This design comes from an exercise in tuning for small area and a short achievable clock period on the open sky130 flow, not from production work. The RTL was checked by simulation tests, not by an equivalence proof against the original design. No activity file was given, so power comes from the tool's default toggle rates.

Design usb_pkt_fifo, start of the top module:
module usb_pkt_fifo #(
  parameter int DATA_W    = 8,
  parameter int DEPTH     = 256,
  parameter int AFULL_LVL = DEPTH - 8,
  parameter int PKT_W     = 8
) (
  input  logic                     clk,
  input  logic                     rst,
  input  logic                     wr_valid,
  input  logic [DATA_W-1:0]        wr_data,
  input  logic                     wr_last,
  input  logic                     wr_discard,
  output logic                     wr_ready,
  output logic                     wr_afull,
  output logic                     wr_overflow,
  output logic                     rd_valid,
  output logic [DATA_W-1:0]        rd_data,
  output logic                     rd_last,
  input  logic                     rd_ready,
  output logic [$clog2(DEPTH):0]   level,
  output logic [PKT_W-1:0]         pkt_count
);
Size: roughly 2400 flip-flops, roughly 44 I/O pins, about 88000 um^2 of cells after synthesis.
Settings: LEC_CHECK=0, CAP_MARGIN=10, CORE_MARGIN=2, CORE_UTILIZATION=50, CTS_CLUSTER_DIAMETER=90, CTS_CLUSTER_SIZE=30, SETUP_SLACK_MARGIN=2.6, SLEW_MARGIN=10, SYNTH_HIERARCHICAL=1, SYNTH_MINIMUM_KEEP_SIZE=0; clock period 5.0 ns.
run.sh (not shown) runs the stock make flow with config.mk's settings and CLKGATE_MAP_FILE= SYNTH_SCRIPT=/design/flow/synth_recipe.tcl, a recipe that flattens the netlist after the stock synthesis.
The first run ran to the end with no violations.
Then changed:
==> flow/flow/run.sh (new file) <==
#!/bin/bash
# The standard layout (the standard.sh, all steps), except that the port
# buffers are plain sky130_fd_sc_hd__buf_4 cells rather than the delay cells
# buffer_ports picks by default, so that repair can size them on the I/O paths.
set -euo pipefail
export BUFFER_PORTS_ARGS="-buffer_cell sky130_fd_sc_hd__buf_4"
bash standard.sh > standard.log 2>&1
==> flow/standard.sh (new file) <==
#!/bin/bash
# synth_recipe.tcl (not shown) runs the flow's synth.tcl, then flattens the netlist and writes it again
# the make line also repeats each setting of config.mk as NAME=value (left out here)
make -C /OpenROAD-flow-scripts/flow DESIGN_CONFIG=/design/flow/config.mk WORK_HOME=/design/flow/orfs CLKGATE_MAP_FILE= SYNTH_SCRIPT=/design/flow/synth_recipe.tcl "${@:-finish}"
--- a/flow/config.mk
+++ b/flow/config.mk
@@ -8 +8 @@
-export CAP_MARGIN = 10
+export CAP_MARGIN = 20
@@ -14 +14 @@
-export SLEW_MARGIN = 10
+export SLEW_MARGIN = 20
removed: flow/run.sh
What happened: Hold slack gains 0.0052 ns; worst setup slack loses 0.064 ns; total power is about the same.

---

Starting RTL as in the previous note.
Settings: LEC_CHECK=0, CAP_MARGIN=20, CORE_MARGIN=2, CORE_UTILIZATION=50, CTS_CLUSTER_DIAMETER=90, CTS_CLUSTER_SIZE=30, SETUP_SLACK_MARGIN=2.6, SLEW_MARGIN=20, SYNTH_HIERARCHICAL=1, SYNTH_MINIMUM_KEEP_SIZE=0; clock period 5.0 ns.
Stock flow here: none of the scripts above is used.
Next try:
- CAP_MARGIN: 20 -> 10
- CTS_CLUSTER_DIAMETER: 90 -> 100
- SLEW_MARGIN: 20 -> 10
After rerunning: The changed run completed without violations. Sequential share of layout area goes up by 0.45 points. Via count stays flat. Final cell count stays flat. Final area drops by about 0.6%. Routed wire length barely changes. Power shrinks by 1.9%.

---

Another version of the RTL of usb_pkt_fifo (not shown whole).
Size: ~2400 flip-flops, roughly 44 I/O pins, roughly 0.087 mm^2 of cells after synthesis.
// usb_pkt_fifo
module usb_pkt_fifo #(
  parameter int DATA_W    = 8,
  parameter int DEPTH     = 256,
  parameter int AFULL_LVL = DEPTH - 8,
  parameter int PKT_W     = 8
) (
  input  logic                     clk,
  input  logic                     rst,
  input  logic                     wr_valid,
  input  logic [DATA_W-1:0]        wr_data,
  input  logic                     wr_last,
  input  logic                     wr_discard,
  output logic                     wr_ready,
  output logic                     wr_afull,
  output logic                     wr_overflow,
  output logic                     rd_valid,
  output logic [DATA_W-1:0]        rd_data,
  output logic                     rd_last,
  input  logic                     rd_ready,
  output logic [$clog2(DEPTH):0]   level,
  output logic [PKT_W-1:0]         pkt_count
);
  localparam int PW = usb_fifo_pkg::ptr_w(DEPTH);
  localparam int AW = PW - 1;
  localparam int EW = ((DATA_W) + 1);
  localparam int LB = usb_fifo_pkg::last_bit(DATA_W);
  localparam int LW = AW / 2;
  localparam int NL = 1 << LW;
  localparam int NH = DEPTH / NL;
  localparam logic [PKT_W-1:0] PKT_MAX = '1;
  logic [AW-1:0] wr_ptr;
  logic [AW-1:0] commit_ptr;
  logic [NL-1:0] rlo;
  logic [NH-1:0] rhi;
  logic [PW-1:0] clevel;
  logic          drop;
  logic          wr_ok;            
  logic          full;
  logic          rewind;
  logic          accept;
  logic          commit;
  logic          rd_fire;
  logic          avail;
  logic          load;
  logic          ovf;
  logic [EW-1:0] ram_q;
  logic [EW-1:0] head_q;
  assign full     = level[PW-1];
  assign wr_ready = !full && !rst;
  assign ovf     = wr_valid && full;
  assign rewind  = wr_discard || (drop && wr_valid && wr_last);
  assign accept  = wr_valid && wr_ok && !wr_discard;
  assign commit  = accept && wr_last;
  assign rd_fire = rd_valid && rd_ready;
  assign avail   = (clevel[PW-1:1] != '0) || (!rd_valid && clevel[0]);
  assign load    = avail && (!rd_valid || rd_ready);
  assign rd_data = head_q[DATA_W-1:0];
  assign rd_last = head_q[LB];
  ...
make LEC_CHECK=0 CAP_MARGIN=20 CORE_MARGIN=2 CORE_UTILIZATION=50 CTS_CLUSTER_DIAMETER=80 CTS_CLUSTER_SIZE=30 SETUP_SLACK_MARGIN=2.4 SLEW_MARGIN=20 SYNTH_HIERARCHICAL=1 SYNTH_MINIMUM_KEEP_SIZE=0 finish   # period 5.0 ns
The first run went through all stages and came out clean.
Rerun with:
--- a/flow/config.mk
+++ b/flow/config.mk
@@ -11 +11 @@
-export CTS_CLUSTER_DIAMETER = 80
+export CTS_CLUSTER_DIAMETER = 90
@@ -13 +13 @@
-export SETUP_SLACK_MARGIN = 2.4
+export SETUP_SLACK_MARGIN = 2.5
Outcome:
- design area went down slightly
- non-clock buffer count went up by 11
- hold slack gets worse by 22 ps
- register-to-register slack gets better by 150 ps
- setup slack gets better by 150 ps
- wire length went down by a few percent
- area after synthesis stays the same

port drivers added, routing unchanged:
The flow's constraints put no driver on any port. The routed layouts listed below were extracted and timed again, unchanged, in two steps.
Step 1: set_driving_cell puts a clkbuf_16 on clk and a buf_2 on each other input, an assumption about the parent block.
Step 2 times the ports against the registers' clock, not the clock port: input delays grow and output delays shrink by t, the midpoint of the rising clock arrivals with the driver on.
Slacks: no drivers / after step 1 / after step 2; pairs: no drivers / after step 1.
| run | t (ns) | setup WS [ns] | slew at the worst register clock pin (ns) | pins driven straight from the clock port |
|---|---|---|---|---|
| the first run of note 1 | 0.848 | 2.470 / 2.413 / 1.876 | 0.12 / 0.12 | 1 |
| the second run of note 1 | 0.828 | 2.406 / 2.341 / 1.854 | 0.12 / 0.12 | 1 |
| the first run of note 2 | 0.845 | 2.461 / 2.415 / 1.877 | 0.12 / 0.12 | 1 |
| the second run of note 2 | 0.824 | 2.479 / 2.422 / 1.900 | 0.12 / 0.12 | 1 |
| the first run of note 3 | 0.879 | 2.237 / 2.237 / 1.690 | 0.11 / 0.11 | 1 |
| the second run of note 3 | 0.841 | 2.387 / 2.387 / 1.786 | 0.12 / 0.12 | 1 |
After both steps every run listed still meets setup and hold. For the second run of note 3, which loses most, drivers alone change the setup slack by 0.000 ns; drivers and shift together by -0.601 ns.
